From an optimization exercise on the open Yosys and OpenROAD flow, aimed at small area and a short achievable clock period; shortcuts taken in it are not production practice.

==> flow/design.v (excerpt) <==
module xgmii_rx_top
#(
    parameter int MAX_FRAME_LEN = 1518
) (
    input  logic        clk,
    input  logic        inv_aresetn,
    input  logic [63:0] xgmii_data_i,
    input  logic [7:0]  xgmii_ctrl_i,
    output logic [63:0] axis_tdata_o,
    output logic [7:0]  axis_tkeep_o,
    output logic        axis_tvalid_o,
    output logic        axis_tlast_o,
    output logic        axis_tuser_o,
    output logic        stat_valid_o,
    output logic        stat_crc_ok_o,
    output logic [13:0] stat_len_o,
    output logic [3:0]  stat_size_o,
    output logic [31:0] good_frames_o,
    output logic [31:0] bad_frames_o
);
    logic [63:0] word;
    logic        word_start;
    logic [2:0]  check_lane;
    logic        crc_match;
    logic [10:0] words;
    logic [2:0]  len_lo;
    xgmii_frame_parser u_parser (
        .clk           (clk),
        .inv_aresetn   (inv_aresetn),
        .xgmii_data_i  (xgmii_data_i),
        .xgmii_ctrl_i  (xgmii_ctrl_i),
        .word_o        (word),
        .word_start_o  (word_start),
        .check_lane_o  (check_lane),
        .crc_match_i   (crc_match),
        .axis_tdata_o  (axis_tdata_o),
        .axis_tkeep_o  (axis_tkeep_o),
        .axis_tvalid_o (axis_tvalid_o),
        .axis_tlast_o  (axis_tlast_o),
        .axis_tuser_o  (axis_tuser_o),
        .words_o       (words),
        .len_lo_o      (len_lo)
    );
    xgmii_crc_check u_crc_check (
        .clk          (clk),
        .word_i       (word),
        .word_start_i (word_start),
        .check_lane_i (check_lane),
        .crc_match_o  (crc_match)
    );
    rx_frame_stats #(
        .MAX_FRAME_LEN (MAX_FRAME_LEN)
    ) u_stats (
        .clk           (clk),
        .inv_aresetn   (inv_aresetn),
        .tvalid_i      (axis_tvalid_o),
        .tlast_i       (axis_tlast_o),
        .tuser_i       (axis_tuser_o),
        .words_i       (words),
        .len_lo_i      (len_lo),
        .stat_valid_o  (stat_valid_o),
        .stat_crc_ok_o (stat_crc_ok_o),
        .stat_len_o    (stat_len_o),
        .stat_size_o   (stat_size_o),
        .good_frames_o (good_frames_o),
        .bad_frames_o  (bad_frames_o)
    );
endmodule
Size: roughly 1,400 cells after synthesis, ~350 flip-flops, about 230 I/O pins, about 15,000 um^2 of cells after synthesis.
==> flow/config.mk <==
export PLATFORM = sky130hd
export DESIGN_NAME = xgmii_rx_top
export DESIGN_NICKNAME = xgmii_rx_top
export VERILOG_FILES = /design/flow/design.v
export SDC_FILE = /design/flow/constraint.sdc
export NUM_CORES = 4
export LEC_CHECK = 0
export CAP_MARGIN = 20
export CORE_MARGIN = 2
export CORE_UTILIZATION = 40
export SLEW_MARGIN = 20
export SYNTH_HIERARCHICAL = 1
export BUFFER_PORTS_ARGS = -buffer_cell sky130_fd_sc_hd__buf_1
export SETUP_SLACK_MARGIN = 7.0
==> flow/constraint.sdc <==
create_clock -name core_clock -period 10.5 [get_ports {clk}]
set_input_delay 2.1000 -clock core_clock [delete_from_list [all_inputs] [get_ports {clk}]]
set_output_delay 2.1000 -clock core_clock [all_outputs]
set_load 0.01 [all_outputs]
standard.sh (not shown) runs the stock make flow with config.mk's settings and CLKGATE_MAP_FILE= SYNTH_SCRIPT=/design/flow/synth_recipe.tcl, a recipe that flattens the netlist after the stock synthesis.
==> flow/flow/run.sh <==
#!/bin/bash
# Standard layout (settings from config.mk via config.mk), with plain buf_1
# port buffers instead of the default delay-cell buffers.
set -e
cp config.mk config_in.log
cat >> config.mk <<'EOC'
export BUFFER_PORTS_ARGS = -buffer_cell sky130_fd_sc_hd__buf_1
export SETUP_SLACK_MARGIN = 7.0
EOC
bash standard.sh > standard.log 2>&1
The baseline completed with no timing, DRC or antenna violations.
Edit:
==> flow/flow/run.sh (replaced) <==
#!/bin/bash
# Standard layout (settings from config.mk via config.mk), with plain buf_1
# port buffers instead of the default delay-cell buffers.
set -e
cp config.mk config_in.log
echo 'export BUFFER_PORTS_ARGS = -buffer_cell sky130_fd_sc_hd__buf_1' >> config.mk
bash standard.sh > standard.log 2>&1
- SETUP_SLACK_MARGIN: 7.0 -> unset
Result:
- count of clock-buffer cells in the layout stays the same
- setup slack is worse by 0.18 ns
- routed wire length stays flat
- worst hold slack stays flat
- critical path depth is unchanged
- via count fell by 0.49%
- clock skew hardly moves
- fmax went down by 4.9%
- global-route usage hardly moves
Function was not checked in any run of this note: the RTL went through the layout flow alone.

## separate check: timing with driven ports
In the flow no input, the clock included, has a driving cell. The finished layouts below were timed again as built, in two steps.
Step 1 assumes that a clkbuf_16 drives the clock port and a buf_2 every other input.
Step 2 adds t to the input delays and takes it off the output delays; t is the mean of the earliest and latest rising clock arrival at the registers after step 1. Input paths then give back, and output paths get back, about the clock's delay inside the block.
a / b / c = ideal / step 1 / step 2; a / b = the first two.
| run | t (ns) | slack for setup (ns) | hold slack, ns | worst register clock-pin slew, ns | cell pins on the clock port's net |
|---|---|---|---|---|---|
| the first run | 0.603 | 7.020 / 7.020 / 6.539 | 0.320 / 0.320 / 0.320 | 0.06 / 0.06 | 1 |
| the second run | 0.602 | 6.841 / 6.841 / 6.364 | 0.321 / 0.321 / 0.321 | 0.06 / 0.06 | 1 |
After both steps setup and hold are still met in every run listed. For the first run, which loses most, drivers alone change the setup slack by 0.000 ns; drivers and shift together by -0.481 ns.
